This is an optimization exercise on Yosys and OpenROAD, whose aim is small area, a short achievable clock period and few clock cycles per item, not a production implementation.
Where RTL was checked, it was by simulation tests only, not by an equivalence proof against the original.
No activity file was given, so power comes from the tool's default toggle rates.

Design mips_arith_top, start of the top module:
module mips_arith_top (
   input  wire        clk,
   input  wire        arst_n,
   input  wire        inst_req,
   input  wire [31:0] inst,
   output wire        inst_ack,
   output wire        wb_req,
   output wire [4:0]  wb_dest,
   output wire [31:0] wb_value,
   input  wire        wb_ack,
   output wire        except
);
   mips_arith_core i_core (
      .clk      (clk),
      .arst_n   (arst_n),
      .inst_req (inst_req),
      .inst     (inst),
      .inst_ack (inst_ack),
      .wb_req   (wb_req),
      .wb_dest  (wb_dest),
      .wb_value (wb_value),
      .wb_ack   (wb_ack),
      .except   (except)
   );
endmodule
Settings: LEC_CHECK=0, CAP_MARGIN=20, CORE_MARGIN=2, CORE_UTILIZATION=45, CTS_CLUSTER_DIAMETER=80, CTS_CLUSTER_SIZE=24, PLACE_DENSITY=0.6, SETUP_SLACK_MARGIN=5, SLEW_MARGIN=20, TNS_END_PERCENT=10; clock period 8.0 ns.
run.sh (not shown) runs the stock make flow with config.mk's settings and CLKGATE_MAP_FILE= SYNTH_SCRIPT=/design/flow/synth_recipe.tcl, a recipe that flattens the netlist after the stock synthesis.
Testbench counts at the start, summed over its fixed seeds: cycles 4,824, insts 2,400.
Change:
CORE_UTILIZATION = 40   (was 45)
PLACE_DENSITY = 0.55   (was 0.6)
Clock power hardly moves. First-iteration DRC count drops by 3.9%. Register-to-register slack loses 0.18 ns. Non-clock buffer count drops by 2. Critical path depth climbs by 4. Cell area stays flat.

mips_arith_top, a different RTL version from the one above (not shown whole).
Size: ~3,600 cells after synthesis, ~1,200 flip-flops, roughly 76 I/O pins, about 51,000 sq um of cells after synthesis.
## mips_arith_top
module mips_arith_top (
   input  wire        clk,
   input  wire        arst_n,
   input  wire        inst_req,
   input  wire [31:0] inst,
   output wire        inst_ack,
   output wire        wb_req,
   output wire [4:0]  wb_dest,
   output wire [31:0] wb_value,
   input  wire        wb_ack,
   output wire        except
);
make LEC_CHECK=0 CAP_MARGIN=20 CORE_MARGIN=2 CORE_UTILIZATION=45 PLACE_DENSITY=0.6 SETUP_SLACK_MARGIN=5 SLEW_MARGIN=20 TNS_END_PERCENT=3 finish   # period 8.0 ns
The starting point produced a clean layout.
Edit:
--- a/flow/config.mk
+++ b/flow/config.mk
@@ -10,0 +11,2 @@
+export CTS_CLUSTER_DIAMETER = 80
+export CTS_CLUSTER_SIZE = 24
@@ -14 +15,0 @@
-export TNS_END_PERCENT = 3
Outcome: Maximum frequency increases by about 2.1%; design area decreases by 0.42%; die area stays the same; critical path depth does not change; sequential cell count stays the same; worst setup slack gets better by 0.071 ns; clock skew decreases by 0.073 ns.
Edit:
--- a/flow/config.mk
+++ b/flow/config.mk
@@ -15,0 +16 @@
+export TNS_END_PERCENT = 10
The new run finished with timing, DRC and antenna clean.
Sequential share of layout area rises by 1.5 points.
Non-clock buffer count came out lower by 94.
Clock skew climbs by 0.027 ns.
Design area falls by 2.4%.
Wire length is lower by 4.3%.
First-iteration DRC count decreases by 5.9%.
Synthesized area does not change.
Edit:
--- a/flow/config.mk
+++ b/flow/config.mk
@@ -11,2 +10,0 @@
-export CTS_CLUSTER_DIAMETER = 80
-export CTS_CLUSTER_SIZE = 24
The changed run finished with timing, DRC and antenna clean.
Setup slack is about the same.
Sequential share of layout area came out lower by 1.7 points.
Final cell count came out higher by about 2%.
Via count came out higher by about 0.45%.
Function was not checked in any run of this note: the RTL went through the layout flow alone.

Setup of job 101:
Another version of the RTL of mips_arith_top (not shown whole).
Size: ~3,400 cells after synthesis.
clock: 8.0 ns
lec_check: 0
cap_margin: 20
core_margin: 2
core_utilization: 45
place_density: 0.6
setup_slack_margin: 4.5
slew_margin: 20
Job 101 went all the way through the flow, and no timing, DRC or antenna check failed.
Testbench counts of job 101, summed over its fixed seeds: cycles 4,824, insts 2,400.
For job 102, these inputs were changed with respect to job 101:
Settings: changing PLACE_DENSITY from 0.6 to 0.75; changing SETUP_SLACK_MARGIN from 4.5 to 5; changing CORE_UTILIZATION from 45 to 65.
The flow did not stop early for job 102: all stages ran, and the layout cleared the timing, DRC and antenna checks. In the floorplan summary, job 102 is listed with a die area less than that of job 101. Lower number of antenna diodes goes to job 101 over job 102. Compare job 102 and job 101 | buffer count excluding the clock tree in the final layout higher: job 102. Summary: reported leakage power, job 102 worse than job 101. Job 102 vs. job 101: number of well taps shows a reduction of 448; combinational share of power shows an increase of 3.2 points; met2 track demand over resource in global routing shows an increase of 19 points.
diff inputs: job 102 => job 103
Settings: changing PLACE_DENSITY from 0.75 to 0.6; changing CORE_UTILIZATION from 65 to 45.
Findings:
- Across job 103 and job 102, none had a timing, DRC or antenna violation.
- Multi-input combinational area share, job 103 and job 102: lower on job 103
- Comparing cell count for job 103 and job 102, the bigger number came from job 103.
- The net switching power in job 103 was higher than what job 102 gave.
- Looking at job 103 and job 102, the clock latency reported for the late side of the worst-skew pair is a wash.
- Diff job 103..job 102 | sequential power | negligible

[afterwards: timing with drivers on the ports]
In the flow no input, the clock included, has a driving cell. The finished layouts below were timed again as built, in two steps. Step 1 (the two cells are an assumption about what drives the block):
set clk [get_ports {clk}]
set_driving_cell -lib_cell sky130_fd_sc_hd__clkbuf_16 $clk
set_driving_cell -lib_cell sky130_fd_sc_hd__buf_2 [delete_from_list [all_inputs] $clk]
Step 2 moves the port delays by t, midway between the first and last clock arrival at a register: inputs arrive t later, outputs are due t later. That takes back most of the time a late clock gives input paths. a / b / c = no drivers / after step 1 / after step 2; a / b = the first two.
run | shift t [ns] | setup slack, ns | cell pins on the clock port's net
the first run of note 1 | 0.729 | 4.708 / 4.642 / 4.448 | 1
the second run of note 1 | 0.737 | 4.528 / 4.528 / 4.438 | 1
the first run of note 2 | 0.809 | 4.622 / 4.622 / 4.064 | 1
the second run of note 2 | 0.793 | 4.693 / 4.693 / 4.531 | 1
the third run of note 2 | 0.797 | 4.710 / 4.660 / 4.082 | 1
the fourth run of note 2 | 0.810 | 4.709 / 4.652 / 4.074 | 1
job 101 | 0.796 | 4.546 / 4.472 / 3.970 | 1
job 102 | 0.766 | 4.734 / 4.716 / 4.662 | 1
job 103 | 0.782 | 4.765 / 4.697 / 4.361 | 1
After both steps setup and hold are still met in every run listed. The setup slack of the fourth run of note 2, which loses most, moves by -0.057 ns with the drivers and by -0.635 ns with both steps.
